Background: an optimization exercise with open tools, aiming at small area and a short achievable clock period. Do not read the settings as production practice. Function was checked by simulation only, so behaviour that the tests miss may differ from the original. Power is estimated from default activity; no workload was simulated.

## flow/design.v (module list and top-level ports; edited modules follow where they fit)
// module fma_unpack: 93 lines
// module fma_mac: 1271 lines
// module fma_normalize: 116 lines
// module fma_round: 86 lines
// module fp32_fma: 57 lines
module fp32_fma (
    input  logic    clk,
    input  logic    rst_n,
    input  logic    in_valid,
    input  fma_pkg::fp32_t   a,
    input  fma_pkg::fp32_t   b,
    input  fma_pkg::fp32_t   c,
    input  fma_pkg::rmode_t  rm,
    output logic    out_valid,
    output fma_pkg::fp32_t   result,
    output fma_pkg::fflags_t flags
);
  // ...
==> flow/run.sh <==
#!/bin/bash
# synth_recipe.tcl (not shown) runs the flow's synth.tcl, then flattens the netlist and writes it again
# the make line also repeats each setting of config.mk as NAME=value (left out here)
make -C /OpenROAD-flow-scripts/flow DESIGN_CONFIG=/design/flow/config.mk WORK_HOME=/design/flow/orfs CLKGATE_MAP_FILE= SYNTH_SCRIPT=/design/flow/synth_recipe.tcl finish
==> flow/config.mk <==
export PLATFORM = sky130hd
export DESIGN_NAME = fp32_fma
export DESIGN_NICKNAME = fp32_fma
export VERILOG_FILES = /design/flow/design.v
export SDC_FILE = /design/flow/constraint.sdc
export NUM_CORES = 4
export LEC_CHECK = 0
export CAP_MARGIN = 20
export CORE_MARGIN = 2
export CORE_UTILIZATION = 40
export PLACE_DENSITY = 0.6
export SETUP_SLACK_MARGIN = 4
export SLEW_MARGIN = 20
==> flow/constraint.sdc <==
create_clock -name core_clock -period 10.5 [get_ports {clk}]
set_input_delay 2.1000 -clock core_clock [delete_from_list [all_inputs] [get_ports {clk}]]
set_output_delay 2.1000 -clock core_clock [all_outputs]
set_load 0.01 [all_outputs]
==> results.cfg, run 1 <==
[power]
power.net_switching_w = 0.00911
internal_power_w = 0.00835
power_leader = combinational logic
power_frac_comb = 0.749

[sta]
fin_ws_ns = 4.28
worstMarginPinSlew_ns = 1.22
min_period_ns = 6.22
fin_tns_setup_ns = 0
finalCritPeriodShare = 0.592
drv_slew = 0

[synth]
synth_warnings = 13
postSynthNetCount = 5471
synth_ff_type = dfxtp_1
synth_top_area_frac = 0.188
synth_most_common_cell = dfxtp_1

[final_layout]
nonClkBufAreaFrac = 0.0475
top_register = u_normalize.mag_q
final_cell_mix = 389 x dfxtp_1, 383 x nand2_1, 324 x inv_1
top_regs = u_normalize.mag_q: 76 flops, u_mac.row_a: 51 flops, u_mac.row_b: 48 flops
clkbuf_count = 60
num-nonclk-buffers = 245

[worst_setup_path]
r2r-start = u_mac.sp_q
ff2ff_setup_slack_ns = 4.28
endpoint_kind = flip-flop
crit_type = flip-flop to flip-flop
endpoint = u_normalize.lz_q[1]

[floorplanning]
initial_core_util = 0.403
rows = 119
well_tap_count = 1391
boundaryPins = 140

[placed_design]
gp_congestion = 1.00

[routing]
dr.pass1.iters = 6
met2_length_um = 68900
wl_met3_um = 11100
via_per_inst = 6.06

[status]
outcome = finished clean

[grt]
busiest_layer = met2
==> module fma_unpack, before the edit <==
module fma_unpack (
    input  logic            clk,
    input  logic            rst_n,
    input  logic            in_valid,
    input  fma_pkg::fp32_t  a,
    input  fma_pkg::fp32_t  b,
    input  fma_pkg::fp32_t  c,
    input  fma_pkg::rmode_t rm,
    output logic            out_valid,
    output logic [23:0]     ma_q,
    output logic [12:0]     b_one_q,
    output logic [11:0]     b_two_q,
    output logic [11:0]     b_neg_q,
    output logic [23:0]     mc_q,
    output logic [6:0]      ashift_q,
    output logic            kill_q,
    output logic            psticky_q,
    output logic            is_sub_q,
    output logic [fma_pkg::SIDE_W-1:0] side_q
);
    logic [2:0] ezero, eones, fzero;
    logic [2:0] is_zero, is_inf, is_nan, is_snan;
    logic [23:0] ma, mb, mc;
    always_comb begin
        ezero = {c[30:23] == 8'h00, b[30:23] == 8'h00, a[30:23] == 8'h00};
        eones = {c[30:23] == 8'hff, b[30:23] == 8'hff, a[30:23] == 8'hff};
        fzero = {c[22:0] == 23'h0, b[22:0] == 23'h0, a[22:0] == 23'h0};
        is_zero = ezero & fzero;
        is_inf  = eones & fzero;
        is_nan  = eones & ~fzero;
        is_snan = is_nan & ~{c[22], b[22], a[22]};
        ma = {!ezero[0], a[22:0]};
        mb = {!ezero[1], b[22:0]};
        mc = {!ezero[2], c[22:0]};
    end
    logic prod_sign, is_sub, prod_inf, invalid, prod_zero;
    assign prod_sign = a[31] ^ b[31];
    assign is_sub    = prod_sign ^ c[31];
    assign prod_inf  = (is_inf[0] & !is_nan[1]) | (is_inf[1] & !is_nan[0]);
    assign invalid   = (|is_snan)
                     | (is_zero[0] & is_inf[1]) | (is_inf[0] & is_zero[1])
                     | (is_sub & prod_inf & is_inf[2]);
    assign prod_zero = is_zero[0] | is_zero[1];
    logic [8:0]         ea, eb, ec;
    logic signed [10:0] prod_expo, shift_full;
    logic               kill;
    logic [9:0]         e_anchor;
    logic [6:0]         ashift;
    always_comb begin
        ea = {1'b0, a[30:24], a[23] | ezero[0]};
        eb = {1'b0, b[30:24], b[23] | ezero[1]};
        ec = {1'b0, c[30:24], c[23] | ezero[2]};
        prod_expo  = 11'(ea) + 11'(eb) - 11'sd101;
        shift_full = 11'(ea) + 11'(eb) - 11'(ec) - 11'sd101;
        kill       = prod_zero | shift_full[10];
        e_anchor   = kill ? {1'b0, ec} : prod_expo[9:0];
        if (kill)                         ashift = 7'd0;
        else if (shift_full > 11'sd127)   ashift = 7'd127;
        else                              ashift = shift_full[6:0];
    end
    logic [25:0] mbx;
    logic [12:0] b_one;
    logic [11:0] b_two, b_neg;
    always_comb begin
        mbx = {1'b0, mb, 1'b0};
        for (int j = 0; j < 12; j++) begin
            b_one[j] = mbx[2*j+1] ^ mbx[2*j];
            b_two[j] = (mbx[2*j+2] & !mbx[2*j+1] & !mbx[2*j])
                     | (!mbx[2*j+2] & mbx[2*j+1] & mbx[2*j]);
            b_neg[j] = mbx[2*j+2];
        end
        b_one[12] = mbx[24];
    end
    logic valid_q;
    always_ff @(posedge clk or negedge rst_n) begin
        if (!rst_n) valid_q <= 1'b0;
        else        valid_q <= in_valid;
    end
    assign out_valid = valid_q;
    always_ff @(posedge clk) begin
        ma_q        <= ma;
        b_one_q     <= b_one;
        b_two_q     <= b_two;
        b_neg_q     <= b_neg;
        mc_q        <= mc;
        ashift_q    <= ashift;
        kill_q      <= kill;
        psticky_q   <= kill & !prod_zero;
        is_sub_q    <= is_sub;
        side_q      <= {e_anchor, rm, prod_sign, (|is_nan) | invalid, |is_inf,
                        is_inf[2] ? c[31] : prod_sign, invalid};
    end
endmodule
==> module fma_normalize, before the edit <==
module fma_normalize (
    input  logic        clk,
    input  logic        rst_n,
    input  logic        in_valid,
    input  logic [50:0] row_a,
    input  logic [50:0] row_b,
    input  logic        s3,
    input  logic        sp,
    input  logic        kill,
    input  logic [75:51] x_hi,
    input  logic        is_sub,
    input  logic [fma_pkg::SIDE_W-1:0] side_in,
    output logic        out_valid,
    output logic [75:0] mag_q,
    output logic [6:0]  lz_q,
    output logic        zero_q,
    output logic        sign_q,
    output logic        is_sub_q,
    output logic [fma_pkg::SIDE_W-1:0] side_q
);
    localparam int W = 77;
    logic [W-1:0] opa, opb;
    logic         b51, bup;
    assign b51 = kill ? s3 : !(s3 ^ sp);
    assign bup = !kill & !s3 & !sp;
    assign opa = {is_sub, x_hi, row_a};
    assign opb = {{25{bup}}, b51, row_b};
    logic [W-1:0] t, s;
    logic [W-1:0] gg [8];
    logic [W-1:0] pp [8];
    logic [W-1:0] hp;
    always_comb begin
        hp    = opa ^ opb;
        gg[0] = opa & opb;
        pp[0] = hp;
        for (int l = 0; l < 7; l++) begin
            for (int i = 0; i < W; i++) begin
                if ((i >> l) & 1) begin
                    gg[l+1][i] = gg[l][i] | (pp[l][i] & gg[l][((i >> l) << l) - 1]);
                    pp[l+1][i] = pp[l][i] & pp[l][((i >> l) << l) - 1];
                end else begin
                    gg[l+1][i] = gg[l][i];
                    pp[l+1][i] = pp[l][i];
                end
            end
        end
        t[0] = hp[0];
        s[0] = !hp[0];
        for (int i = 1; i < W; i++) begin
            t[i] = hp[i] ^ gg[7][i-1];
            s[i] = hp[i] ^ (gg[7][i-1] | pp[7][i-1]);
        end
    end
    logic        neg;
    logic [75:0] mag;
    logic [9:0]  e_anchor;
    assign neg      = is_sub & s[76];
    assign mag      = !is_sub ? t[75:0] : (s[76] ? ~t[75:0] : s[75:0]);
    assign e_anchor = side_in[17:8];
    logic [75:0]  lim;
    logic [127:0] lzin;
    logic [6:0]   lz;
    always_comb begin
        for (int i = 0; i < 76; i++) lim[i] = (e_anchor == 10'(76 - i));
        lzin = {mag | lim, 1'b1, 51'b0};
    end
    logic [127:0] v0;
    logic [63:0]  v1;  logic [0:0] c1 [64];
    logic [31:0]  v2;  logic [1:0] c2 [32];
    logic [15:0]  v3;  logic [2:0] c3 [16];
    logic [7:0]   v4;  logic [3:0] c4 [8];
    logic [3:0]   v5;  logic [4:0] c5 [4];
    logic [1:0]   v6;  logic [5:0] c6 [2];
    always_comb begin
        v0 = lzin;
        for (int i = 0; i < 64; i++) begin
            v1[i] = v0[2*i+1] | v0[2*i];
            c1[i] = !v0[2*i+1];
        end
        for (int i = 0; i < 32; i++) begin
            v2[i] = v1[2*i+1] | v1[2*i];
            c2[i] = v1[2*i+1] ? {1'b0, c1[2*i+1]} : {1'b1, c1[2*i]};
        end
        for (int i = 0; i < 16; i++) begin
            v3[i] = v2[2*i+1] | v2[2*i];
            c3[i] = v2[2*i+1] ? {1'b0, c2[2*i+1]} : {1'b1, c2[2*i]};
        end
        for (int i = 0; i < 8; i++) begin
            v4[i] = v3[2*i+1] | v3[2*i];
            c4[i] = v3[2*i+1] ? {1'b0, c3[2*i+1]} : {1'b1, c3[2*i]};
        end
        for (int i = 0; i < 4; i++) begin
            v5[i] = v4[2*i+1] | v4[2*i];
            c5[i] = v4[2*i+1] ? {1'b0, c4[2*i+1]} : {1'b1, c4[2*i]};
        end
        for (int i = 0; i < 2; i++) begin
            v6[i] = v5[2*i+1] | v5[2*i];
            c6[i] = v5[2*i+1] ? {1'b0, c5[2*i+1]} : {1'b1, c5[2*i]};
        end
        lz = v6[1] ? {1'b0, c6[1]} : {1'b1, c6[0]};
    end
    logic valid_q;
    always_ff @(posedge clk or negedge rst_n) begin
        if (!rst_n) valid_q <= 1'b0;
        else        valid_q <= in_valid;
    end
    assign out_valid = valid_q;
    always_ff @(posedge clk) begin
        mag_q    <= mag;
        lz_q     <= lz;
        zero_q   <= mag == 76'h0;
        sign_q   <= side_in[4] ^ neg;
        is_sub_q <= is_sub;
        side_q   <= side_in;
    end
endmodule
==> module fma_round, before the edit <==
module fma_round (
    input  logic        clk,
    input  logic        rst_n,
    input  logic        in_valid,
    input  logic [75:0] mag,
    input  logic [6:0]  lz,
    input  logic        zero,
    input  logic        sign,
    input  logic        is_sub,
    input  logic [fma_pkg::SIDE_W-1:0] side_in,
    output logic        out_valid,
    output fma_pkg::fp32_t   result,
    output fma_pkg::fflags_t flags
);
    function automatic logic round_up(fma_pkg::rmode_t mode, logic sgn, logic lsb,
                                      logic guard, logic stk);
        case (mode)
            fma_pkg::RM_RNE: round_up = guard & (lsb | stk);    
            fma_pkg::RM_RMM: round_up = guard;                  
            fma_pkg::RM_RDN: round_up = sgn & (guard | stk);
            fma_pkg::RM_RUP: round_up = !sgn & (guard | stk);
            default:         round_up = 1'b0;                   
        endcase
    endfunction
    logic [9:0]      e_anchor;
    fma_pkg::rmode_t rm;
    logic            prod_sign, sp_nan, sp_inf, inf_sign, invalid;
    assign {e_anchor, rm, prod_sign, sp_nan, sp_inf, inf_sign, invalid} = side_in;
    logic [75:0] nrm;
    logic        sticky;
    logic [24:0] frac;        
    logic        subnormal;
    assign nrm       = mag << lz;
    assign frac      = nrm[74:50];
    assign subnormal = !nrm[75];
    always_comb begin
        sticky = 1'b0;
        for (int i = 0; i < 50; i++) begin
            if (int'(lz) < 50 - i) sticky = sticky | mag[i];
        end
    end
    logic signed [10:0] vexp;
    logic        round_away, carry, u_round_away, u_carry;
    logic [22:0] res_mant;
    logic [7:0]  res_expo;
    logic        res_is_huge, dir_is_away, huge_is_inf;
    logic        overflow, underflow, inexact;
    fma_pkg::fp32_t huge_val, result_d;
    assign vexp = 11'(e_anchor) - 11'(lz);
    assign round_away = round_up(rm, sign, frac[2], frac[1], frac[0] | sticky);
    assign carry      = (&frac[24:2]) & round_away;
    assign u_round_away = round_up(rm, sign, frac[1], frac[0], sticky);
    assign u_carry      = (&frac[24:1]) & u_round_away;
    assign res_mant = frac[24:2] + {22'h0, round_away};    
    assign res_expo = (subnormal ? 8'h00 : vexp[7:0]) + {7'b0, carry};
    assign res_is_huge = vexp >= 11'sd255;
    assign dir_is_away = (rm == fma_pkg::RM_RDN && sign) || (rm == fma_pkg::RM_RUP && !sign);
    assign huge_is_inf = rm == fma_pkg::RM_RNE || rm == fma_pkg::RM_RMM || dir_is_away;
    assign huge_val    = huge_is_inf ? {sign, 8'hff, 23'h0} : {sign, 8'hfe, {23{1'b1}}};
    always_comb begin
        if (sp_nan) begin
            result_d = fma_pkg::CANON_NAN;
        end else if (sp_inf) begin
            result_d = {inf_sign, 8'hff, 23'h0};
        end else if (res_is_huge) begin
            result_d = huge_val;
        end else if (zero) begin
            result_d = {is_sub ? rm == fma_pkg::RM_RDN : prod_sign, 31'h0};
        end else begin
            result_d = {sign, res_expo, res_mant};
        end
    end
    assign overflow  = !sp_nan && !sp_inf && (res_is_huge || (vexp == 11'sd254 && carry));
    assign inexact   = !sp_nan && !sp_inf && (overflow || frac[1] || frac[0] || sticky);
    assign underflow = inexact && subnormal && !u_carry;
    logic valid_q;
    always_ff @(posedge clk or negedge rst_n) begin
        if (!rst_n) valid_q <= 1'b0;
        else        valid_q <= in_valid;
    end
    assign out_valid = valid_q;
    always_ff @(posedge clk) begin
        result <= result_d;
        flags  <= {invalid, 1'b0, overflow, underflow, inexact};   
    end
endmodule
==> module fp32_fma, before the edit <==
module fp32_fma (
    input  logic    clk,
    input  logic    rst_n,
    input  logic    in_valid,
    input  fma_pkg::fp32_t   a,
    input  fma_pkg::fp32_t   b,
    input  fma_pkg::fp32_t   c,
    input  fma_pkg::rmode_t  rm,
    output logic    out_valid,
    output fma_pkg::fp32_t   result,
    output fma_pkg::fflags_t flags
);
    localparam int SW = fma_pkg::SIDE_W;
    logic        v1;
    logic [23:0] ma1, mc1;
    logic [12:0] b_one1;
    logic [11:0] b_two1, b_neg1;
    logic [6:0]  ashift1;
    logic        kill1, psticky1, is_sub1;
    logic [SW-1:0] side1;
    logic        v2;
    logic [50:0] row_a2, row_b2;
    logic        s3_2, sp2, kill2;
    logic [75:51] x_hi2;
    logic        is_sub2;
    logic [SW-1:0] side2;
    logic        v3;
    logic [75:0] mag3;
    logic [6:0]  lz3;
    logic        zero3, sign3, is_sub3;
    logic [SW-1:0] side3;
    fma_unpack u_unpack (
        .clk(clk), .rst_n(rst_n), .in_valid(in_valid), .a(a), .b(b), .c(c), .rm(rm),
        .out_valid(v1), .ma_q(ma1), .b_one_q(b_one1), .b_two_q(b_two1), .b_neg_q(b_neg1),
        .mc_q(mc1), .ashift_q(ashift1), .kill_q(kill1), .psticky_q(psticky1),
        .is_sub_q(is_sub1), .side_q(side1)
    );
    fma_mac u_mac (
        .clk(clk), .rst_n(rst_n), .in_valid(v1), .ma(ma1), .b_one(b_one1), .b_two(b_two1),
        .b_neg(b_neg1), .mc(mc1), .ashift(ashift1), .kill(kill1), .psticky(psticky1),
        .is_sub(is_sub1),
        .side_in(side1), .out_valid(v2), .row_a(row_a2), .row_b(row_b2),
        .s3_q(s3_2), .sp_q(sp2), .kill_q(kill2),
        .x_hi(x_hi2), .is_sub_q(is_sub2), .side_q(side2)
    );
    fma_normalize u_normalize (
        .clk(clk), .rst_n(rst_n), .in_valid(v2), .row_a(row_a2), .row_b(row_b2),
        .s3(s3_2), .sp(sp2), .kill(kill2), .x_hi(x_hi2), .is_sub(is_sub2), .side_in(side2),
        .out_valid(v3), .mag_q(mag3), .lz_q(lz3), .zero_q(zero3), .sign_q(sign3),
        .is_sub_q(is_sub3), .side_q(side3)
    );
    fma_round u_round (
        .clk(clk), .rst_n(rst_n), .in_valid(v3), .mag(mag3), .lz(lz3), .zero(zero3),
        .sign(sign3), .is_sub(is_sub3), .side_in(side3),
        .out_valid(out_valid), .result(result), .flags(flags)
    );
endmodule
==> inputs of run 2 (changes only) <==
--- a/flow/design.v
+++ b/flow/design.v
@@ -20,21 +20,21 @@
     input  fma_pkg::fp32_t  c,
     input  fma_pkg::rmode_t rm,
     output logic            out_valid,
     output logic [23:0]     ma_q,
     output logic [12:0]     b_one_q,
     output logic [11:0]     b_two_q,
     output logic [11:0]     b_neg_q,
     output logic [23:0]     mc_q,
-    output logic [6:0]      ashift_q,
-    output logic            kill_q,
-    output logic            psticky_q,
+    output logic signed [10:0] prod_expo_q,
+    output logic [7:0]      ec_q,
+    output logic            prod_zero_q,
     output logic            is_sub_q,
-    output logic [fma_pkg::SIDE_W-1:0] side_q
+    output logic [7:0]      side_q
 );
     logic [2:0] ezero, eones, fzero;
     logic [2:0] is_zero, is_inf, is_nan, is_snan;
     logic [23:0] ma, mb, mc;
     always_comb begin
         ezero = {c[30:23] == 8'h00, b[30:23] == 8'h00, a[30:23] == 8'h00};
         eones = {c[30:23] == 8'hff, b[30:23] == 8'hff, a[30:23] == 8'hff};
         fzero = {c[22:0] == 23'h0, b[22:0] == 23'h0, a[22:0] == 23'h0};
@@ -50,31 +50,22 @@
     assign prod_sign = a[31] ^ b[31];
     assign is_sub    = prod_sign ^ c[31];
     assign prod_inf  = (is_inf[0] & !is_nan[1]) | (is_inf[1] & !is_nan[0]);
     assign invalid   = (|is_snan)
                      | (is_zero[0] & is_inf[1]) | (is_inf[0] & is_zero[1])
                      | (is_sub & prod_inf & is_inf[2]);
     assign prod_zero = is_zero[0] | is_zero[1];
     logic [8:0]         ea, eb, ec;
-    logic signed [10:0] prod_expo, shift_full;
-    logic               kill;
-    logic [9:0]         e_anchor;
-    logic [6:0]         ashift;
+    logic signed [10:0] prod_expo;
     always_comb begin
         ea = {1'b0, a[30:24], a[23] | ezero[0]};
         eb = {1'b0, b[30:24], b[23] | ezero[1]};
         ec = {1'b0, c[30:24], c[23] | ezero[2]};
-        prod_expo  = 11'(ea) + 11'(eb) - 11'sd101;
-        shift_full = 11'(ea) + 11'(eb) - 11'(ec) - 11'sd101;
-        kill       = prod_zero | shift_full[10];
-        e_anchor   = kill ? {1'b0, ec} : prod_expo[9:0];
-        if (kill)                         ashift = 7'd0;
-        else if (shift_full > 11'sd127)   ashift = 7'd127;
-        else                              ashift = shift_full[6:0];
+        prod_expo = 11'(ea) + 11'(eb) - 11'sd101;
     end
     logic [25:0] mbx;
     logic [12:0] b_one;
     logic [11:0] b_two, b_neg;
     always_comb begin
         mbx = {1'b0, mb, 1'b0};
         for (int j = 0; j < 12; j++) begin
             b_one[j] = mbx[2*j+1] ^ mbx[2*j];
@@ -91,49 +82,59 @@
     end
     assign out_valid = valid_q;
     always_ff @(posedge clk) begin
         ma_q        <= ma;
         b_one_q     <= b_one;
         b_two_q     <= b_two;
         b_neg_q     <= b_neg;
         mc_q        <= mc;
-        ashift_q    <= ashift;
-        kill_q      <= kill;
-        psticky_q   <= kill & !prod_zero;
+        prod_expo_q <= prod_expo;
+        ec_q        <= ec[7:0];
+        prod_zero_q <= prod_zero;
         is_sub_q    <= is_sub;
-        side_q      <= {e_anchor, rm, prod_sign, (|is_nan) | invalid, |is_inf,
+        side_q      <= {rm, prod_sign, (|is_nan) | invalid, |is_inf,
                         is_inf[2] ? c[31] : prod_sign, invalid};
     end
 endmodule
 `timescale 1ns/1ps
 module fma_mac (
     input  logic        clk,
     input  logic        rst_n,
     input  logic        in_valid,
     input  logic [23:0] ma,
     input  logic [12:0] b_one,
     input  logic [11:0] b_two,
     input  logic [11:0] b_neg,
     input  logic [23:0] mc,
-    input  logic [6:0]  ashift,
-    input  logic        kill,
-    input  logic        psticky,
+    input  logic signed [10:0] prod_expo,
+    input  logic [7:0]  ec,
+    input  logic        prod_zero,
     input  logic        is_sub,
-    input  logic [fma_pkg::SIDE_W-1:0] side_in,
+    input  logic [7:0]  side_in,
     output logic        out_valid,
     output logic [50:0] row_a,
     output logic [50:0] row_b,
     output logic        s3_q,
     output logic        sp_q,
     output logic        kill_q,
     output logic [75:51] x_hi,
     output logic        is_sub_q,
     output logic [fma_pkg::SIDE_W-1:0] side_q
 );
+    logic signed [10:0] shift_full;
+    logic               kill, psticky, big;
+    logic [9:0]         e_anchor;
+    always_comb begin
+        shift_full = prod_expo - 11'(ec);
+        kill       = prod_zero | shift_full[10];
+        psticky    = kill & !prod_zero;
+        big        = !shift_full[10] & (shift_full[9:7] != 3'b000);
+        e_anchor   = kill ? {2'b00, ec} : prod_expo[9:0];
+    end
     logic [25:0] ma_ext;
     logic [24:0] pp [12];
     logic [23:0] pp12;
     logic [11:0] neg;
     logic [74:0] aligned;
     logic        asticky;
     logic [75:0] x;
     assign ma_ext = {1'b0, ma, 1'b0};
@@ -141,21 +142,36 @@
         for (int j = 0; j < 12; j++) begin
             for (int i = 0; i < 25; i++) begin
                 pp[j][i] = ((b_one[j] & ma_ext[i + 1]) | (b_two[j] & ma_ext[i])) ^ b_neg[j];
             end
         end
         pp12 = b_one[12] ? ma : 24'h0;
         neg  = b_neg;
     end
+    logic [74:0] sh [8];
+    logic        stk_raw;
     always_comb begin
-        aligned = {mc, 51'b0} >> ashift;
-        asticky = 1'b0;
+        sh[0] = {mc, 51'b0};
+        for (int k = 0; k < 7; k++) begin
+            sh[k+1] = shift_full[k] ? (sh[k] >> (1 << k)) : sh[k];
+        end
+        stk_raw = 1'b0;
         for (int i = 0; i < 24; i++) begin
-            if (int'(ashift) > 51 + i) asticky = asticky | mc[i];
+            if (int'(shift_full[6:0]) > 51 + i) stk_raw = stk_raw | mc[i];
+        end
+        if (kill) begin
+            aligned = {mc, 51'b0};
+            asticky = 1'b0;
+        end else if (big) begin
+            aligned = '0;
+            asticky = |mc;
+        end else begin
+            aligned = sh[7];
+            asticky = stk_raw;
         end
         x = {aligned, asticky} ^ {76{is_sub}};
     end
     logic s1;
     logic k2;
     logic s3;
     logic k4;
     logic s5;
@@ -1368,36 +1384,36 @@
     always_ff @(posedge clk) begin
         row_a    <= fs;
         row_b    <= fc[50:0];
         s3_q     <= fc[51];
         sp_q     <= sp;
         kill_q   <= kill;
         x_hi     <= x[75:51];
         is_sub_q <= is_sub;
-        side_q   <= side_in;
+        side_q   <= {e_anchor, side_in};
     end
 endmodule
 `timescale 1ns/1ps
-module fma_normalize (
+module fma_add (
     input  logic        clk,
     input  logic        rst_n,
     input  logic        in_valid,
     input  logic [50:0] row_a,
     input  logic [50:0] row_b,
     input  logic        s3,
     input  logic        sp,
     input  logic        kill,
     input  logic [75:51] x_hi,
     input  logic        is_sub,
     input  logic [fma_pkg::SIDE_W-1:0] side_in,
     output logic        out_valid,
     output logic [75:0] mag_q,
-    output logic [6:0]  lz_q,
-    output logic        zero_q,
+    output logic [9:0]  lim_hi_q,
+    output logic [7:0]  lim_lo_q,
     output logic        sign_q,
     output logic        is_sub_q,
     output logic [fma_pkg::SIDE_W-1:0] side_q
 );
     localparam int W = 77;
     logic [W-1:0] opa, opb;
     logic         b51, bup;
     assign b51 = kill ? s3 : !(s3 ^ sp);
@@ -1428,38 +1444,77 @@
         for (int i = 1; i < W; i++) begin
             t[i] = hp[i] ^ gg[7][i-1];
             s[i] = hp[i] ^ (gg[7][i-1] | pp[7][i-1]);
         end
     end
     logic        neg;
     logic [75:0] mag;
     logic [9:0]  e_anchor;
+    logic [6:0]  q;
+    logic        qv;
     assign neg      = is_sub & s[76];
     assign mag      = !is_sub ? t[75:0] : (s[76] ? ~t[75:0] : s[75:0]);
     assign e_anchor = side_in[17:8];
-    logic [75:0]  lim;
+    assign qv = e_anchor >= 10'd1 && e_anchor <= 10'd76;
+    assign q  = 7'(10'd76 - e_anchor);
+    logic valid_q;
+    always_ff @(posedge clk or negedge rst_n) begin
+        if (!rst_n) valid_q <= 1'b0;
+        else        valid_q <= in_valid;
+    end
+    assign out_valid = valid_q;
+    always_ff @(posedge clk) begin
+        mag_q    <= mag;
+        for (int k = 0; k < 10; k++) lim_hi_q[k] <= qv && q[6:3] == 4'(k);
+        for (int k = 0; k < 8; k++)  lim_lo_q[k] <= q[2:0] == 3'(k);
+        sign_q   <= side_in[4] ^ neg;
+        is_sub_q <= is_sub;
+        side_q   <= side_in;
+    end
+endmodule
+module fma_normalize (
+    input  logic        clk,
+    input  logic        rst_n,
+    input  logic        in_valid,
+    input  logic [75:0] mag,
+    input  logic [9:0]  lim_hi,
+    input  logic [7:0]  lim_lo,
+    input  logic        sign,
+    input  logic        is_sub,
+    input  logic [fma_pkg::SIDE_W-1:0] side_in,
+    output logic        out_valid,
+    output logic [24:0] frac_q,
+    output logic        subnormal_q,
+    output logic        sticky_q,
+    output logic        zero_q,
+    output logic [7:0]  vexp_q,
+    output logic        huge_q,
+    output logic        e254_q,
+    output logic        sign_q,
+    output logic        is_sub_q,
+    output logic [7:0]  side_q
+);
     logic [127:0] lzin;
     logic [6:0]   lz;
     always_comb begin
-        for (int i = 0; i < 76; i++) lim[i] = (e_anchor == 10'(76 - i));
-        lzin = {mag | lim, 1'b1, 51'b0};
+        lzin = '0;
+        for (int i = 0; i < 76; i++) lzin[i + 52] = mag[i] | (lim_hi[i >> 3] & lim_lo[i & 7]);
+        lzin[51] = 1'b1;
     end
-    logic [127:0] v0;
     logic [63:0]  v1;  logic [0:0] c1 [64];
     logic [31:0]  v2;  logic [1:0] c2 [32];
     logic [15:0]  v3;  logic [2:0] c3 [16];
     logic [7:0]   v4;  logic [3:0] c4 [8];
     logic [3:0]   v5;  logic [4:0] c5 [4];
     logic [1:0]   v6;  logic [5:0] c6 [2];
     always_comb begin
-        v0 = lzin;
         for (int i = 0; i < 64; i++) begin
-            v1[i] = v0[2*i+1] | v0[2*i];
-            c1[i] = !v0[2*i+1];
+            v1[i] = lzin[2*i+1] | lzin[2*i];
+            c1[i] = !lzin[2*i+1];
         end
         for (int i = 0; i < 32; i++) begin
             v2[i] = v1[2*i+1] | v1[2*i];
             c2[i] = v1[2*i+1] ? {1'b0, c1[2*i+1]} : {1'b1, c1[2*i]};
         end
         for (int i = 0; i < 16; i++) begin
             v3[i] = v2[2*i+1] | v2[2*i];
             c3[i] = v2[2*i+1] ? {1'b0, c2[2*i+1]} : {1'b1, c2[2*i]};
@@ -1473,117 +1528,139 @@
             c5[i] = v4[2*i+1] ? {1'b0, c4[2*i+1]} : {1'b1, c4[2*i]};
         end
         for (int i = 0; i < 2; i++) begin
             v6[i] = v5[2*i+1] | v5[2*i];
             c6[i] = v5[2*i+1] ? {1'b0, c5[2*i+1]} : {1'b1, c5[2*i]};
         end
         lz = v6[1] ? {1'b0, c6[1]} : {1'b1, c6[0]};
     end
+    logic [127:0] tzin;
+    logic [6:0]   tz;
+    logic [63:0]  w1;  logic [0:0] d1 [64];
+    logic [31:0]  w2;  logic [1:0] d2 [32];
+    logic [15:0]  w3;  logic [2:0] d3 [16];
+    logic [7:0]   w4;  logic [3:0] d4 [8];
+    logic [3:0]   w5;  logic [4:0] d5 [4];
+    logic [1:0]   w6;  logic [5:0] d6 [2];
+    always_comb begin
+        tzin = '0;
+        tzin[75:0] = mag;
+        tzin[76]   = 1'b1;
+        for (int i = 0; i < 64; i++) begin
+            w1[i] = tzin[2*i+1] | tzin[2*i];
+            d1[i] = !tzin[2*i];
+        end
+        for (int i = 0; i < 32; i++) begin
+            w2[i] = w1[2*i+1] | w1[2*i];
+            d2[i] = w1[2*i] ? {1'b0, d1[2*i]} : {1'b1, d1[2*i+1]};
+        end
+        for (int i = 0; i < 16; i++) begin
+            w3[i] = w2[2*i+1] | w2[2*i];
+            d3[i] = w2[2*i] ? {1'b0, d2[2*i]} : {1'b1, d2[2*i+1]};
+        end
+        for (int i = 0; i < 8; i++) begin
+            w4[i] = w3[2*i+1] | w3[2*i];
+            d4[i] = w3[2*i] ? {1'b0, d3[2*i]} : {1'b1, d3[2*i+1]};
+        end
+        for (int i = 0; i < 4; i++) begin
+            w5[i] = w4[2*i+1] | w4[2*i];
+            d5[i] = w4[2*i] ? {1'b0, d4[2*i]} : {1'b1, d4[2*i+1]};
+        end
+        for (int i = 0; i < 2; i++) begin
+            w6[i] = w5[2*i+1] | w5[2*i];
+            d6[i] = w5[2*i] ? {1'b0, d5[2*i]} : {1'b1, d5[2*i+1]};
+        end
+        tz = w6[0] ? {1'b0, d6[0]} : {1'b1, d6[1]};
+    end
+    logic [75:0]        nrm;
+    logic [9:0]         e_anchor;
+    logic signed [10:0] vexp;
+    assign nrm      = mag << lz;
+    assign e_anchor = side_in[17:8];
+    assign vexp     = 11'(e_anchor) - 11'(lz);
     logic valid_q;
     always_ff @(posedge clk or negedge rst_n) begin
         if (!rst_n) valid_q <= 1'b0;
         else        valid_q <= in_valid;
     end
     assign out_valid = valid_q;
     always_ff @(posedge clk) begin
-        mag_q    <= mag;
-        lz_q     <= lz;
-        zero_q   <= mag == 76'h0;
-        sign_q   <= side_in[4] ^ neg;
-        is_sub_q <= is_sub;
-        side_q   <= side_in;
+        frac_q      <= nrm[74:50];
+        subnormal_q <= !nrm[75];
+        sticky_q    <= (8'(tz) + 8'(lz)) < 8'd50;
+        zero_q      <= tz == 7'd76;
+        vexp_q      <= vexp[7:0];
+        huge_q      <= vexp >= 11'sd255;
+        e254_q      <= vexp == 11'sd254;
+        sign_q      <= sign;
+        is_sub_q    <= is_sub;
+        side_q      <= side_in[7:0];
     end
 endmodule
 `timescale 1ns/1ps
 module fma_round (
-    input  logic        clk,
-    input  logic        rst_n,
-    input  logic        in_valid,
-    input  logic [75:0] mag,
-    input  logic [6:0]  lz,
+    input  logic        [24:0] frac,        
+    input  logic        subnormal,
+    input  logic        sticky,
     input  logic        zero,
+    input  logic [7:0]  vexp,
+    input  logic        huge,
+    input  logic        e254,
     input  logic        sign,
     input  logic        is_sub,
-    input  logic [fma_pkg::SIDE_W-1:0] side_in,
-    output logic        out_valid,
+    input  logic [7:0]  side_in,
     output fma_pkg::fp32_t   result,
     output fma_pkg::fflags_t flags
 );
     function automatic logic round_up(fma_pkg::rmode_t mode, logic sgn, logic lsb,
                                       logic guard, logic stk);
         case (mode)
             fma_pkg::RM_RNE: round_up = guard & (lsb | stk);    
             fma_pkg::RM_RMM: round_up = guard;                  
             fma_pkg::RM_RDN: round_up = sgn & (guard | stk);
             fma_pkg::RM_RUP: round_up = !sgn & (guard | stk);
             default:         round_up = 1'b0;                   
         endcase
     endfunction
-    logic [9:0]      e_anchor;
     fma_pkg::rmode_t rm;
     logic            prod_sign, sp_nan, sp_inf, inf_sign, invalid;
-    assign {e_anchor, rm, prod_sign, sp_nan, sp_inf, inf_sign, invalid} = side_in;
-    logic [75:0] nrm;
-    logic        sticky;
-    logic [24:0] frac;        
-    logic        subnormal;
-    assign nrm       = mag << lz;
-    assign frac      = nrm[74:50];
-    assign subnormal = !nrm[75];
-    always_comb begin
-        sticky = 1'b0;
-        for (int i = 0; i < 50; i++) begin
-            if (int'(lz) < 50 - i) sticky = sticky | mag[i];
-        end
-    end
-    logic signed [10:0] vexp;
+    assign {rm, prod_sign, sp_nan, sp_inf, inf_sign, invalid} = side_in;
     logic        round_away, carry, u_round_away, u_carry;
     logic [22:0] res_mant;
     logic [7:0]  res_expo;
-    logic        res_is_huge, dir_is_away, huge_is_inf;
+    logic        dir_is_away, huge_is_inf;
     logic        overflow, underflow, inexact;
-    fma_pkg::fp32_t huge_val, result_d;
-    assign vexp = 11'(e_anchor) - 11'(lz);
+    fma_pkg::fp32_t huge_val;
     assign round_away = round_up(rm, sign, frac[2], frac[1], frac[0] | sticky);
     assign carry      = (&frac[24:2]) & round_away;
     assign u_round_away = round_up(rm, sign, frac[1], frac[0], sticky);
     assign u_carry      = (&frac[24:1]) & u_round_away;
     assign res_mant = frac[24:2] + {22'h0, round_away};    
-    assign res_expo = (subnormal ? 8'h00 : vexp[7:0]) + {7'b0, carry};
-    assign res_is_huge = vexp >= 11'sd255;
+    assign res_expo = (subnormal ? 8'h00 : vexp) + {7'b0, carry};
     assign dir_is_away = (rm == fma_pkg::RM_RDN && sign) || (rm == fma_pkg::RM_RUP && !sign);
     assign huge_is_inf = rm == fma_pkg::RM_RNE || rm == fma_pkg::RM_RMM || dir_is_away;
     assign huge_val    = huge_is_inf ? {sign, 8'hff, 23'h0} : {sign, 8'hfe, {23{1'b1}}};
     always_comb begin
         if (sp_nan) begin
-            result_d = fma_pkg::CANON_NAN;
+            result = fma_pkg::CANON_NAN;
         end else if (sp_inf) begin
-            result_d = {inf_sign, 8'hff, 23'h0};
-        end else if (res_is_huge) begin
-            result_d = huge_val;
+            result = {inf_sign, 8'hff, 23'h0};
+        end else if (huge) begin
+            result = huge_val;
         end else if (zero) begin
-            result_d = {is_sub ? rm == fma_pkg::RM_RDN : prod_sign, 31'h0};
+            result = {is_sub ? rm == fma_pkg::RM_RDN : prod_sign, 31'h0};
         end else begin
-            result_d = {sign, res_expo, res_mant};
+            result = {sign, res_expo, res_mant};
         end
     end
-    assign overflow  = !sp_nan && !sp_inf && (res_is_huge || (vexp == 11'sd254 && carry));
+    assign overflow  = !sp_nan && !sp_inf && (huge || (e254 && carry));
     assign inexact   = !sp_nan && !sp_inf && (overflow || frac[1] || frac[0] || sticky);
     assign underflow = inexact && subnormal && !u_carry;
-    logic valid_q;
-    always_ff @(posedge clk or negedge rst_n) begin
-        if (!rst_n) valid_q <= 1'b0;
-        else        valid_q <= in_valid;
-    end
-    assign out_valid = valid_q;
-    always_ff @(posedge clk) begin
-        result <= result_d;
-        flags  <= {invalid, 1'b0, overflow, underflow, inexact};   
-    end
+    assign flags     = {invalid, 1'b0, overflow, underflow, inexact};   
 endmodule
 `timescale 1ns/1ps
 module fp32_fma (
     input  logic    clk,
     input  logic    rst_n,
     input  logic    in_valid,
     input  fma_pkg::fp32_t   a,
     input  fma_pkg::fp32_t   b,
@@ -1593,48 +1670,60 @@
     output fma_pkg::fp32_t   result,
     output fma_pkg::fflags_t flags
 );
     localparam int SW = fma_pkg::SIDE_W;
     logic        v1;
     logic [23:0] ma1, mc1;
     logic [12:0] b_one1;
     logic [11:0] b_two1, b_neg1;
-    logic [6:0]  ashift1;
-    logic        kill1, psticky1, is_sub1;
-    logic [SW-1:0] side1;
+    logic signed [10:0] prod_expo1;
+    logic [7:0]  ec1;
+    logic        prod_zero1, is_sub1;
+    logic [7:0]  side1;
     logic        v2;
     logic [50:0] row_a2, row_b2;
     logic        s3_2, sp2, kill2;
     logic [75:51] x_hi2;
     logic        is_sub2;
     logic [SW-1:0] side2;
     logic        v3;
     logic [75:0] mag3;
-    logic [6:0]  lz3;
-    logic        zero3, sign3, is_sub3;
+    logic [9:0]  lim_hi3;
+    logic [7:0]  lim_lo3;
+    logic        sign3, is_sub3;
     logic [SW-1:0] side3;
+    logic [24:0] frac4;
+    logic        subnormal4, sticky4, zero4, huge4, e254_4, sign4, is_sub4;
+    logic [7:0]  vexp4, side4;
     fma_unpack u_unpack (
         .clk(clk), .rst_n(rst_n), .in_valid(in_valid), .a(a), .b(b), .c(c), .rm(rm),
         .out_valid(v1), .ma_q(ma1), .b_one_q(b_one1), .b_two_q(b_two1), .b_neg_q(b_neg1),
-        .mc_q(mc1), .ashift_q(ashift1), .kill_q(kill1), .psticky_q(psticky1),
+        .mc_q(mc1), .prod_expo_q(prod_expo1), .ec_q(ec1), .prod_zero_q(prod_zero1),
         .is_sub_q(is_sub1), .side_q(side1)
     );
     fma_mac u_mac (
         .clk(clk), .rst_n(rst_n), .in_valid(v1), .ma(ma1), .b_one(b_one1), .b_two(b_two1),
-        .b_neg(b_neg1), .mc(mc1), .ashift(ashift1), .kill(kill1), .psticky(psticky1),
+        .b_neg(b_neg1), .mc(mc1), .prod_expo(prod_expo1), .ec(ec1), .prod_zero(prod_zero1),
         .is_sub(is_sub1),
         .side_in(side1), .out_valid(v2), .row_a(row_a2), .row_b(row_b2),
         .s3_q(s3_2), .sp_q(sp2), .kill_q(kill2),
         .x_hi(x_hi2), .is_sub_q(is_sub2), .side_q(side2)
     );
-    fma_normalize u_normalize (
+    fma_add u_add (
         .clk(clk), .rst_n(rst_n), .in_valid(v2), .row_a(row_a2), .row_b(row_b2),
         .s3(s3_2), .sp(sp2), .kill(kill2), .x_hi(x_hi2), .is_sub(is_sub2), .side_in(side2),
-        .out_valid(v3), .mag_q(mag3), .lz_q(lz3), .zero_q(zero3), .sign_q(sign3),
-        .is_sub_q(is_sub3), .side_q(side3)
+        .out_valid(v3), .mag_q(mag3), .lim_hi_q(lim_hi3), .lim_lo_q(lim_lo3),
+        .sign_q(sign3), .is_sub_q(is_sub3), .side_q(side3)
+    );
+    fma_normalize u_normalize (
+        .clk(clk), .rst_n(rst_n), .in_valid(v3), .mag(mag3), .lim_hi(lim_hi3),
+        .lim_lo(lim_lo3), .sign(sign3), .is_sub(is_sub3), .side_in(side3),
+        .out_valid(out_valid), .frac_q(frac4), .subnormal_q(subnormal4), .sticky_q(sticky4),
+        .zero_q(zero4), .vexp_q(vexp4), .huge_q(huge4), .e254_q(e254_4), .sign_q(sign4),
+        .is_sub_q(is_sub4), .side_q(side4)
     );
     fma_round u_round (
-        .clk(clk), .rst_n(rst_n), .in_valid(v3), .mag(mag3), .lz(lz3), .zero(zero3),
-        .sign(sign3), .is_sub(is_sub3), .side_in(side3),
-        .out_valid(out_valid), .result(result), .flags(flags)
+        .frac(frac4), .subnormal(subnormal4), .sticky(sticky4), .zero(zero4),
+        .vexp(vexp4), .huge(huge4), .e254(e254_4), .sign(sign4), .is_sub(is_sub4),
+        .side_in(side4), .result(result), .flags(flags)
     );
 endmodule
==> flow/config.mk (replaced) <==
export PLATFORM = sky130hd
export DESIGN_NAME = fp32_fma
export DESIGN_NICKNAME = fp32_fma
export VERILOG_FILES = /design/flow/design.v
export SDC_FILE = /design/flow/constraint.sdc
export NUM_CORES = 4
export LEC_CHECK = 0
export CAP_MARGIN = 20
export CORE_MARGIN = 2
export CORE_UTILIZATION = 40
export PLACE_DENSITY = 0.6
export SETUP_SLACK_MARGIN = 5
export SLEW_MARGIN = 20
==> run 2 against run 1 <==
- core utilization fell by 0.24 points
- final cell count rose by 0.43%
- die area down 1.8%
- combinational power hardly changed
- first-iteration DRC count is 15% lower
==> results.cfg, run 2 <==
[power]
peakVddDrop_v = 0.000277
p_clk_frac = 0.096
leakage_nw = 18.9
p_per_area_nw_per_um2 = 392
internal_power_w = 0.00837
power_frac_comb = 0.727
p_seq_frac = 0.177
power.net_switching_w = 0.00952
swShare = 0.532

[sta]
drv_slew = 0
min_period_ns = 5.36
finalCritPeriodShare = 0.510
fin_hold_ws_ns = 0.323
rsz0062_at_grt = yes
worstMarginPinSlew_ns = 1.18
hold_viol = 0
fmax_mhz = 187
setup_viol = 0
fin_tns_setup_ns = 0
slew_headroom = 0.215
fin_skew_ns = 0.0457

[routing]
route.detailed.drc = 0
via_per_inst = 5.90
wl_per_cell_um = 23.4
wirelength_um = 147000
drt-initial-drc-count = 3841
dr_total_vias = 37044
dr.pass1.iters = 9
final_antenna_net_count = 0

[floorplanning]
initial_core_util = 0.403
dieHeight_um = 326
dieArea_um2 = 107000
die_x_um = 326
rows = 118
core_area_um2 = 103000
boundaryPins = 140

[placed_design]
gp_congestion = 1.02
post_dp_cell_area_um2 = 43800
port_buffers = 138
dp_hpwl_um = 107000

[synth]
ys_seq_area_frac = 0.205
synth_most_common_cell = nand2_1
netlist_area_um2 = 41600
synth.avg_cell_area_um2 = 8.40
synthArstFlopShare = 0.00941
postSynthNetCount = 5521
synth_top_area_frac = 0.203
synth_warnings = 21
synth_cells = 4952
synth_area_leaders = dfxtp_1 20%, fa_1 15%, xor2_1 7.5%
synth_edf_count = 0
ys_ff_latch = 425
netlist_top_cells_count = 490 x nand2_1, 421 x dfxtp_1, 358 x xor2_1
synth_ff_type = dfxtp_1
post_synth_num_cell_types = 111
synth_top_area_cell = dfxtp_1

[worst_setup_path]
crit_type = flip-flop to output port
cp_common_cell = nor2_1
cp.arrival_ns = 3.26
cp_max_fo = 4
crit_family = simple AND/OR/NAND/NOR gates
cp_cell_sequence = xor2_1 -> nand3b_1 -> nor2_1 -> nor2_1 -> a21oi_2 -> ha_2 -> nand3_4 -> nor2_4 -> nand2_1 -> nor2_1 -> xor2_1 -> nor2_1 -> nor2_1 -> clkdlybuf4s50_1
slowest_delay_ns = 0.54
reg2reg_depth = 19
crit_path_start_kind = flip-flop
endpoint_kind = output port
r2r-start = u_add.lim_lo_q[1]
critPathBufInv = 1
r2r_end = u_normalize.huge_q
cp.required_ns = 8.40
ff2ff_setup_slack_ns = 5.21
cpMaxStageDelayCell = clkdlybuf4s50_1

[status]
outcome = finished clean

[clock_tree]
cts_made_buffers = 47
clk_transition_reported_paths_ns = 0.06
cts.sinks = 425
clk_path_buf_depth = 3
clock_latency_ns = 0.65
cts_root_buf = clkbuf_16
htree_levels = 2
cts_tree = done
hold_buffers = 0

[grt]
grt_pass1_vias = 36569
grt_pass1_wl_um = 225000
grt_use_total = 0.268
overflow = 0
antenna_found_initial = 5
grt_max_degree = 89

[final_layout]
syn_to_final_growth_pct = 9.65
final_cell_mix = 488 x nand2_1, 412 x dfxtp_1, 357 x xor2_1
final_common_cell = nand2_1
design_area_um2 = 45600
diodes = 0
top_register = u_add.mag_q
fin_nets = 5436
largest_reg_flops = 76
drive_gt1_frac = 0.0679
top_regs = u_add.mag_q: 76 flops, u_mac.row_a: 51 flops, u_mac.row_b: 48 flops

[hold_path]
min-delay-start = u_mac.side_q[3]
hold_path.class = flip-flop to flip-flop
hold_depth = 0
hold-path-endpoint = u_add.side_q[3]

[job]
maxCapViolations = 0
[run 2: cell families after synthesis]
logic type,share of synthesized area
AOI/OAI and AO/OA,0.197
xor gates and xnor gates,0.110
adders and majority gates,0.196
buffers and inverters,0.0714
DFF,0.205
muxes,0.0742
other,0.0000901
and+or+nand+nor,0.147
[run 2: layout make-up]
type                    count  area [µm²]
well taps                1380        1730
repair buffers            250        2260
fillers                 10233       57700
multi-input cells        3822       30300
clock buffers              59        1290
clock inverters            24         285
inverters                 320        1220
flip-flops and latches    425        8550
repair inverters            1        5.00
[run 2: per-layer routing]
layer / track usage / routed length (µm) / vias up
li1: - / - / 17000
met2: 0.428 / 66500 / 1992
met3: 0.0424 / 12000 / 426
met1: 0.354 / 60600 / 17624
met4: 0.128 / 7570 / 2
met5: 0 / 13 / -
[run 2: worst max-delay path by stage]
stage,startpoint,to,slack (ns),cells past startpoint
global placement,u_mac.s3_q,u_add.mag_q[7],4.96,16
detailed placement,u_unpack.prod_expo_q[0],u_mac.row_a[13],4.86,21
finish,u_normalize.sign_q,result[21],5.14,14
global route,u_add.mag_q[32],u_normalize.huge_q,4.83,19
floorplan,u_unpack.b_neg_q[4],u_mac.row_a[30],5.65,12
CTS,u_normalize.sign_q,result[22],5.00,15
[run 2: per-stage QoR]
| stage | worst slack, ns | util | instances | power, W |
|---|---|---|---|---|
| 2_1_floorplan | 5.65 | - | 4952 | 0.0118 |
| 3_3_place_gp | 4.96 | 0.423 | 6184 | 0.0158 |
| 3_5_place_dp | 4.86 | 0.423 | 6184 | 0.0159 |
| 4_1_cts | 5.00 | 0.440 | 6275 | 0.0177 |
| 5_1_grt | 4.83 | 0.441 | 6281 | 0.0194 |
| 6_report | 5.14 | 0.441 | 6281 | 0.0179 |
[run 2: repair_timing]
item / in CTS / in global routing
buffers inserted: 7 / 5
endpoints found under the setup margin: 58 / 89
pin swaps: 6 / 4
hold endpoints to repair: 0 / 0
gates resized for setup: 26 / 36
cloned: 1 / 1
[run 2: power by group through the flow]
stage	clock network, W	logic (W)	registers (W)
2_1_floorplan	0	0.00911	0.00269
3_3_place_gp	0	0.0127	0.00315
3_5_place_dp	0	0.0128	0.00316
4_1_cts	0.00175	0.0128	0.00313
5_1_grt	0.00182	0.0144	0.00322
6_report	0.00171	0.0130	0.00317
==> inputs of run 3 (changes only) <==
--- a/flow/config.mk
+++ b/flow/config.mk
@@ -7,7 +7,7 @@
 export LEC_CHECK = 0
 export CAP_MARGIN = 20
 export CORE_MARGIN = 2
-export CORE_UTILIZATION = 40
-export PLACE_DENSITY = 0.6
+export CORE_UTILIZATION = 60
+export PLACE_DENSITY = 0.72
 export SETUP_SLACK_MARGIN = 5
 export SLEW_MARGIN = 20
==> run 3 against run 2 <==
- final cell count down 7.2%
- first-iteration DRC count up 16%
- sequential cell count unchanged
- sequential share of layout area up 0.22 points
- global-route usage up 13 points
- total power down 0.29%
- critical path type unchanged
- critical endpoint is now result[29]
- largest power group unchanged
==> results.cfg, run 3 <==
[status]
outcome = finished clean

[synth]
netlist_area_um2 = 41600
synth.avg_cell_area_um2 = 8.40
synth_area_leaders = dfxtp_1 20%, fa_1 15%, xor2_1 7.5%
ys_ff_latch = 425
post_synth_num_cell_types = 111
synth_ff_type = dfxtp_1
synth_edf_count = 0
synthArstFlopShare = 0.00941
synth_warnings = 21
netlist_top_cells_count = 490 x nand2_1, 421 x dfxtp_1, 358 x xor2_1
synth_cells = 4952
ys_seq_area_frac = 0.205
synth_most_common_cell = nand2_1
postSynthNetCount = 5521
synth_top_area_cell = dfxtp_1
synth_top_area_frac = 0.203

[sta]
slew_headroom = 0.233
fmax_mhz = 187
rsz0062_at_grt = no
drv_slew = 0
setup_viol = 0
finalCritPeriodShare = 0.508
hold_viol = 0
fin_skew_ns = 0.0702
worstMarginPinSlew_ns = 1.13
fin_tns_setup_ns = 0
min_period_ns = 5.34

[floorplanning]
rows = 96
die_x_um = 267
dieArea_um2 = 71500
initial_core_util = 0.607
core_area_um2 = 68600
dieHeight_um = 267
boundaryPins = 140

[power]
internal_power_w = 0.00833
p_per_area_nw_per_um2 = 395
p_seq_frac = 0.177
swShare = 0.533
p_clk_frac = 0.094
total_power_w = 0.0178
power_frac_comb = 0.729
power.net_switching_w = 0.00950
peakVddDrop_v = 0.000281
leakage_nw = 18.9

[grt]
antenna_found_initial = 6
grt_pass1_vias = 36746
grt_max_degree = 92
grt_pass1_wl_um = 219000
overflow = 0
grt_use_total = 0.396

[worst_setup_path]
cpMaxStageDelayCell = dfxtp_1
cp.required_ns = 8.40
critPathBufInv = 1
cp_max_fo = 4
ff2ff_setup_slack_ns = 5.21
endpoint_kind = output port
reg2reg_depth = 11
path_depth = 12
crit_family = simple AND/OR/NAND/NOR gates
crit_path_start_kind = flip-flop
endpoint = result[29]
cp.arrival_ns = 3.24
crit_type = flip-flop to output port
crit_start = u_normalize.frac_q[17]
slowest_delay_ns = 0.38
cp_cell_sequence = and3_1 -> and3_1 -> nand3_1 -> nor4_2 -> and2_1 -> ha_2 -> ha_2 -> nand3_1 -> nor2_1 -> xnor2_1 -> o21ai_0 -> dlygate4sd2_1
r2r-start = u_unpack.b_neg_q[2]
r2r_end = u_mac.row_a[28]

[routing]
dr.max_layer_used = met5
dr.pass1.iters = 8
met2_length_um = 64700
route.detailed.drc = 0
wl_per_cell_um = 24.4
drt-initial-drc-count = 4459
final_antenna_net_count = 0
via_per_inst = 6.49
wl_met3_um = 13400
wirelength_um = 143000
dr_total_vias = 37839
met1_length_um = 53500

[final_layout]
fin_util = 0.658
nFillCells = 5876
final_cells = 5831
drive_gt1_frac = 0.0696
syn_to_final_growth_pct = 8.40
fin_nets = 5433
multi_input_area_um2 = 30300
final_common_cell = nand2_1
largest_reg_flops = 76
final_cell_mix = 487 x nand2_1, 408 x dfxtp_1, 357 x xor2_1
top_register = u_add.mag_q
top_regs = u_add.mag_q: 76 flops, u_mac.row_a: 51 flops, u_mac.row_b: 48 flops
seqCellArea_um2 = 8550
design_area_um2 = 45100

[clock_tree]
hold_buffers = 0
cts_root_buf = clkbuf_16
clock_latency_ns = 0.65
cts_tree = done
clk_transition_reported_paths_ns = 0.06
cts_made_buffers = 48
htree_levels = 2
cts.sinks = 425
clk_path_buf_depth = 3

[job]
maxCapViolations = 0

[hold_path]
hold_path.class = flip-flop to flip-flop

[placed_design]
dp_hpwl_um = 103000
port_buffers = 138
gp_congestion = 1.05
post_dp_cell_area_um2 = 43200
dp_cells = 5732
==> run 3: cell counts after synthesis <==
Identical to the previous run, type by type.
==> run 3: what timing repair did <==
item                       4_1_cts  5_1_grt
setup endpoints to repair      114       68
gates cloned                     2        0
gates resized for setup         28       38
buffers inserted                 6        5
pin swaps                        6        9
==> run 3: cells by family after synthesis <==
group,count (synthesis),synth area share
AOI/OAI and AO/OA,1237,0.197
xor gates and xnor gates,522,0.110
adders and majority gates,467,0.196
buffers and inverters,706,0.0714
DFF,425,0.205
muxes,292,0.0742
other,1,0.0000901
and+or+nand+nor,1302,0.147
==> run 3: layer usage <==
| metal | vias up | GRT usage |
|---|---|---|
| met1 | 17850 | 0.482 |
| met5 | - | 0 |
| met3 | 598 | 0.0820 |
| met2 | 2399 | 0.636 |
| li1 | 16988 | - |
| met4 | 4 | 0.260 |
==> run 3: cell type report <==
cell class	count	share of cell area
multi-input combinational	3823	0.673
sequential	425	0.190
timing repair buffer	246	0.0494
clock buffer	59	0.0287
inverter	320	0.0270
tap	931	0.0258
clock inverter	24	0.00663
antenna	3	0.000166
==> run 3: through the flow <==
step	setup slack, ns	hold slack, ns
final	5.16	0.325
after global routing	4.96	0.326
after CTS	4.93	0.323
after detailed placement	4.13	0.312
after global placement	4.28	0.310
after floorplan	5.65	0.310
==> run 3: power by group through the flow <==
stage,registers (W),logic [W],clock network [W]
floorplan,0.00269,0.00911,0
global placement,0.00313,0.0123,0
detailed placement,0.00314,0.0125,0
CTS,0.00311,0.0126,0.00171
global route,0.00320,0.0143,0.00177
finish,0.00315,0.0130,0.00168
==> run 3: worst min-delay path by stage <==
stage | from | to | slack [ns] | depth (start not counted)
2_1_floorplan | u_mac.side_q[0] | u_add.side_q[0] | 0.31 | 0
3_3_place_gp | u_mac.side_q[2] | u_add.side_q[2] | 0.31 | 0
3_5_place_dp | u_add.side_q[4] | u_normalize.side_q[4] | 0.31 | 0
4_1_cts | u_mac.side_q[6] | u_add.side_q[6] | 0.32 | 0
5_1_grt | u_mac.side_q[6] | u_add.side_q[6] | 0.33 | 0
6_report | u_add.side_q[4] | u_normalize.side_q[4] | 0.33 | 0
==> inputs of run 4 (changes only) <==
--- a/flow/config.mk
+++ b/flow/config.mk
@@ -11,3 +11,4 @@
 export PLACE_DENSITY = 0.72
 export SETUP_SLACK_MARGIN = 5
 export SLEW_MARGIN = 20
+export TNS_END_PERCENT = 5
==> run 4 against run 3 <==
- design area shrank 0.13%
- die area is the same
- clock-buffer cell count is the same
- final cell count hardly changed
- clock power is essentially flat
- area after synthesis stayed put
- sequential share of layout area about the same
- largest power group unchanged
==> results.cfg, run 4 <==
[worst_setup_path]
cp_max_fo = 5
crit_start = u_normalize.frac_q[10]
cpMaxStageDelayCell = clkdlybuf4s50_1
r2r_end = u_mac.row_a[30]
reg2reg_depth = 12
r2r-start = u_unpack.b_neg_q[10]
crit_type = flip-flop to output port
endpoint_kind = output port
cp.required_ns = 8.40
endpoint = result[30]
crit_path_start_kind = flip-flop
cp.arrival_ns = 3.58
ff2ff_setup_slack_ns = 5.05
slowest_delay_ns = 0.58
cp_cell_sequence = and4_2 -> nand4_1 -> nor4_4 -> and2_1 -> ha_1 -> nand2_1 -> nor3_4 -> nand3_1 -> xor2_1 -> o21ai_0 -> clkdlybuf4s50_1

[grt]
antenna_found_initial = 5
grt_pass1_wl_um = 218000
grt_use_total = 0.396
grt_max_degree = 92
overflow = 0
grt_pass1_vias = 36789

[sta]
min_period_ns = 5.68
slew_headroom = 0.221
drv_slew = 0
setup_viol = 0
fin_skew_ns = 0.0683
hold_viol = 0
fin_ws_ns = 4.82
fin_tns_setup_ns = 0
worstMarginPinSlew_ns = 1.17
fmax_mhz = 176
rsz0062_at_grt = yes
finalCritPeriodShare = 0.541
fin_hold_ws_ns = 0.323

[clock_tree]
cts_tree = done
clk_transition_reported_paths_ns = 0.06
htree_levels = 2
cts.sinks = 425
clk_path_buf_depth = 3
cts_made_buffers = 48
cts_root_buf = clkbuf_16
hold_buffers = 0
clock_latency_ns = 0.65

[floorplanning]
rows = 96
dieHeight_um = 267
core_area_um2 = 68600
dieArea_um2 = 71500
die_x_um = 267
initial_core_util = 0.607
boundaryPins = 140

[synth]
synth.avg_cell_area_um2 = 8.40
synth_ff_type = dfxtp_1
postSynthNetCount = 5521
netlist_area_um2 = 41600
ys_ff_latch = 425
synth_edf_count = 0
synth_top_area_frac = 0.203
synth_cells = 4952
post_synth_num_cell_types = 111
synth_most_common_cell = nand2_1
synthArstFlopShare = 0.00941
synth_area_leaders = dfxtp_1 20%, fa_1 15%, xor2_1 7.5%
netlist_top_cells_count = 490 x nand2_1, 421 x dfxtp_1, 358 x xor2_1
synth_top_area_cell = dfxtp_1
synth_warnings = 21
ys_seq_area_frac = 0.205

[placed_design]
gp_congestion = 1.05
pre_cts_ws_ns = 4.13
dp_hpwl_um = 103000
port_buffers = 138

[final_layout]
syn_to_final_growth_pct = 8.26
final_cell_mix = 489 x nand2_1, 410 x dfxtp_1, 357 x xor2_1
top_regs = u_add.mag_q: 76 flops, u_mac.row_a: 51 flops, u_mac.row_b: 48 flops
largest_reg_flops = 76
fin_util = 0.657
drive_gt1_frac = 0.0660
final_common_cell = nand2_1
fin_nets = 5429
nFillCells = 5893
top_register = u_add.mag_q

[job]
maxCapViolations = 0

[routing]
dr_total_vias = 37826
route.detailed.drc = 0
drt-initial-drc-count = 4650
final_antenna_net_count = 0
via_per_inst = 6.49
dr.pass1.iters = 7
wirelength_um = 142000
wl_per_cell_um = 24.4

[status]
outcome = finished clean

[power]
leakage_nw = 18.8
peakVddDrop_v = 0.000273
p_per_area_nw_per_um2 = 396
total_power_w = 0.0178

[hold_path]
hold_path.class = flip-flop to flip-flop
## run 4: repair_timing
action	in CTS	in global routing
resized for setup	16	25
pin swaps	5	3
hold endpoints to repair	0	0
gates cloned	2	0
setup endpoints to repair	114	114
buffers inserted	3	4
## run 4: layer usage
metal / vias up / wire, µm / global-route usage
li1: 16979 / - / -
met3: 614 / 13500 / 0.0805
met5: - / 13 / 0
met4: 2 / 11000 / 0.260
met1: 17875 / 52900 / 0.481
met2: 2356 / 64700 / 0.637
## run 4: power by group
| group | total, W | internal, W | switching (W) | leakage [nW] |
|---|---|---|---|---|
| clock | 0.00168 | 0.000961 | 0.000721 | 0.769 |
| sequential | 0.00314 | 0.00237 | 0.000776 | 3.58 |
| combinational | 0.0130 | 0.00501 | 0.00799 | 14.5 |
## run 4: worst min path at each step
stage	start	end	slack (ns)	cells after the start
finish	u_mac.side_q[6]	u_add.side_q[6]	0.32	0
floorplan	u_mac.side_q[0]	u_add.side_q[0]	0.31	0
global placement	u_mac.side_q[2]	u_add.side_q[2]	0.31	0
detailed placement	u_add.side_q[4]	u_normalize.side_q[4]	0.31	0
CTS	u_mac.side_q[6]	u_add.side_q[6]	0.32	0
global route	u_mac.side_q[6]	u_add.side_q[6]	0.33	0
## run 4: cell families (layout without fill, tap and decap cells)
family / Yosys count / after routing / share of synthesized area
compound gates: 1237 / 1237 / 0.197
xor+xnor: 522 / 522 / 0.110
fa+ha+maj: 467 / 467 / 0.196
buf+inv: 706 / 645 / 0.0714
flops: 425 / 425 / 0.205
mux: 292 / 292 / 0.0742
other cells: 1 / 3 / 0.0000901
simple gates: 1302 / 1304 / 0.147
## run 4: critical path: cells and delay by family (launching register included)
family	cells	cell delay [ns]
flip-flops	1	0.40
XOR/XNOR	1	0.15
buffers and inverters	1	0.58
AND/OR/NAND/NOR	7	1.40
AO/OA/AOI/OAI	1	0.20
adder cells (fa/ha/maj)	1	0.21
## run 4: metrics by stage
step                      area, µm²  instances
after detailed placement      43200       5732
after global placement        43200       5732
after CTS                     44900       5820
final                         45000       5826
after global routing          45000       5824
after floorplan               41600       4952
## run 4: cell type report
class	count	area, µm²	area share
flip-flops and latches	425	8540	0.190
inverters	320	1220	0.0270
well taps	931	1160	0.0259
diodes	2	5.00	0.000111
repair buffers	242	2190	0.0487
clock buffers	59	1290	0.0287
multi-input cells	3823	30300	0.673
clock inverters	24	299	0.00664
==> inputs of run 5 (changes only) <==
--- a/flow/design.v
+++ b/flow/design.v
@@ -1574,7 +1574,14 @@
     logic [75:0]        nrm;
     logic [9:0]         e_anchor;
     logic signed [10:0] vexp;
-    assign nrm      = mag << lz;
+    logic [75:0] ns [8];
+    always_comb begin
+        ns[0] = mag;
+        for (int k = 0; k < 7; k++) begin
+            ns[k+1] = lz[6-k] ? (ns[k] << (64 >> k)) : ns[k];
+        end
+        nrm = ns[7];
+    end
     assign e_anchor = side_in[17:8];
     assign vexp     = 11'(e_anchor) - 11'(lz);
     logic valid_q;
--- a/flow/config.mk
+++ b/flow/config.mk
@@ -11,4 +11,3 @@
 export PLACE_DENSITY = 0.72
 export SETUP_SLACK_MARGIN = 5
 export SLEW_MARGIN = 20
-export TNS_END_PERCENT = 5
==> run 5 against run 4 <==
- still clean on timing, DRC and antenna
- clock power is 6% higher
- design area fell by 4.6%
- setup slack better by 0.096 ns
- register-to-register slack better by 0.07 ns
- first-iteration DRC count up 4.0%
- final cell count shrank 7.7%
- via count decreased by 5.7%
- total power decreased by 6.4%
- combinational power shrank about 10%
- clock-buffer cell count unchanged
- maximum frequency up 1.7%
- die area decreased by 6.6%
==> results.cfg, run 5 <==
[job]
maxCapViolations = 0

[worst_setup_path]
cp.arrival_ns = 3.48
cp_max_fo = 3
reg2reg_depth = 20
ff2ff_setup_slack_ns = 5.12
r2r_end = u_normalize.huge_q
crit_type = flip-flop to output port
crit_start = u_normalize.side_q[5]

[final_layout]
drive_gt1_frac = 0.0779
largest_reg_flops = 76
final_cells = 5375
final_common_cell = dfxtp_1
design_area_um2 = 42900
fin_nets = 5048
top_register = u_add.mag_q
final_cell_mix = 401 x dfxtp_1, 356 x xor2_1, 343 x nand2_1

[sta]
setup_viol = 0
hold_viol = 0
drv_slew = 0
fmax_mhz = 179
worstMarginPinSlew_ns = 1.27
rsz0062_at_grt = yes
fin_skew_ns = 0.0540
finalCritPeriodShare = 0.531

[routing]
drt-initial-drc-count = 4834
via_per_inst = 6.64
wl_per_cell_um = 26.1
route.detailed.drc = 0
wirelength_um = 140000
dr.pass1.iters = 7

[power]
power.net_switching_w = 0.00871
internal_power_w = 0.00797
leakage_nw = 18.1
p_seq_frac = 0.194
peakVddDrop_v = 0.000246
p_clk_frac = 0.107
swShare = 0.522

[grt]
grt_use_total = 0.411
antenna_found_initial = 6
overflow = 0
grt_pass1_vias = 34679
grt_max_degree = 82

[synth]
synth_top_area_cell = dfxtp_1
synth_most_common_cell = dfxtp_1
post_synth_num_cell_types = 101
synth.avg_cell_area_um2 = 8.63
postSynthNetCount = 5067
ys_ff_latch = 425
netlist_top_cells_count = 421 x dfxtp_1, 358 x xor2_1, 347 x nand2_1
synth_top_area_frac = 0.217
synth_warnings = 22
ys_seq_area_frac = 0.220
synth_ff_type = dfxtp_1

[clock_tree]
clk_path_buf_depth = 3
clock_latency_ns = 0.64
cts_root_buf = clkbuf_16
cts_tree = done
cts.sinks = 425
htree_levels = 2

[placed_design]
gp_congestion = 1.07
dp_hpwl_um = 101000

[floorplanning]
rows = 93
boundaryPins = 140
dieArea_um2 = 66700
initial_core_util = 0.604
core_area_um2 = 64200
die_x_um = 258

[hold_path]
hold_path.class = flip-flop to flip-flop
hold-path-endpoint = u_add.side_q[6]
min-delay-start = u_mac.side_q[6]

[status]
outcome = finished clean
[run 5: cell count changes in the layout (fill, tap and decap cells not counted), sizes merged, moves of 11 or more]
cell    before  now
or4          1   12
nand2      490  348
o22ai       38   24
a22o         5   17
a31oi       40   25
nor3        75   64
nor2       330  258
nand2b      51   36
o21ai      276  235
and3        41   53
or3         12   43
a21oi      272  233
mux2i      254   92
[run 5: cells by family (layout without fill, tap and decap cells)]
family          after synthesis  after routing  share of synthesized area
flops                       425            425                      0.220
mux                         134            134                     0.0401
xor+xnor                    521            521                      0.118
compound gates             1209           1209                      0.211
fa+ha+maj                   467            467                      0.210
simple gates               1101           1102                      0.138
buf+inv                     640            659                     0.0632
other cells                   1              3                  0.0000966
[run 5: power by group through the flow]
stage | Sequential (W) | Combinational (W) | Clock, W
6_report | 0.00324 | 0.0117 | 0.00178
5_1_grt | 0.00325 | 0.0128 | 0.00186
4_1_cts | 0.00316 | 0.0113 | 0.00180
3_5_place_dp | 0.00319 | 0.0112 | 0
3_3_place_gp | 0.00319 | 0.0110 | 0
2_1_floorplan | 0.00273 | 0.00780 | 0
[run 5: worst max path at each step]
| stage | end | slack, ns | depth (start not counted) |
|---|---|---|---|
| after floorplan | u_normalize.huge_q | 5.36 | 23 |
| after CTS | result[20] | 4.90 | 18 |
| after detailed placement | u_normalize.huge_q | 4.12 | 20 |
| after global placement | u_normalize.huge_q | 4.19 | 20 |
| final | result[20] | 4.92 | 18 |
| after global routing | result[20] | 4.71 | 18 |
[run 5: final cells by class]
type,count,area (µm²)
clock inverter,30,402
fill,5309,21300
timing repair buffer,249,2270
multi-input combinational,3434,28100
tap,855,1070
antenna,2,5.00
sequential,425,8560
inverter,321,1210
clock buffer,59,1290
[run 5: timing repair]
item                       4_1_cts  5_1_grt
setup endpoints to repair       49      119
gates resized for setup         48       56
pin swaps                       11       17
setup buffers                   11        9
gates cloned                     1        1
hold buffers                     0        0
[run 5: metrics by stage]
step / setup WS (ns) / utilization
2_1_floorplan: 5.36 / -
3_3_place_gp: 4.19 / 0.634
3_5_place_dp: 4.12 / 0.634
4_1_cts: 4.90 / 0.664
5_1_grt: 4.71 / 0.669
6_report: 4.92 / 0.669
[run 5: layer usage]
layer  GRT usage  vias to the layer above  wire (µm)
met2       0.650                     2451      62300
met5     0.00997                        -        109
met1       0.506                    16841      51400
li1            -                    15738          -
met3      0.0946                      630      15400
met4       0.260                        6      11000
[run 5: critical path, stage by stage, from the launching register on]
cell	delay [ns]
dfxtp_2	0.35
xor2_2	0.19
nand2_2	0.11
o31ai_2	0.07
nand2_1	0.11
o21ai_2	0.09
ha_2	0.23
ha_4	0.16
nand3_4	0.08
nor2_4	0.13
and2_4	0.18
nand2_4	0.06
nor4_4	0.31
buf_4	0.17
nand3_2	0.07
xor2_1	0.16
o21ai_1	0.07
and2_1	0.19
buf_2	0.13

## port drivers added, routing unchanged
The results above use ideal ports. As a check the final layouts listed here were re-extracted and re-timed, cells and wires unchanged. Step 1 sets driving cells, clkbuf_16 on the clock port and buf_2 on the other inputs (assumed; they add their load-dependent delay and slew). Step 2, shift: input delay + t, output delay - t, t = (earliest + latest rising clock arrival at the registers) / 2. This alone moves slack from input paths to output paths. Three values: ideal, step 1, step 2; two values: the first two.
run	shift t [ns]	slack for setup (ns)
run 1	0.698	4.281 / 4.281 / 3.776
run 2	0.701	5.145 / 5.072 / 4.871
run 3	0.682	5.165 / 5.097 / 5.183
run 4	0.680	4.824 / 4.756 / 5.049
run 5	0.675	4.920 / 4.853 / 5.116
After both steps setup and hold are still met in every run listed.
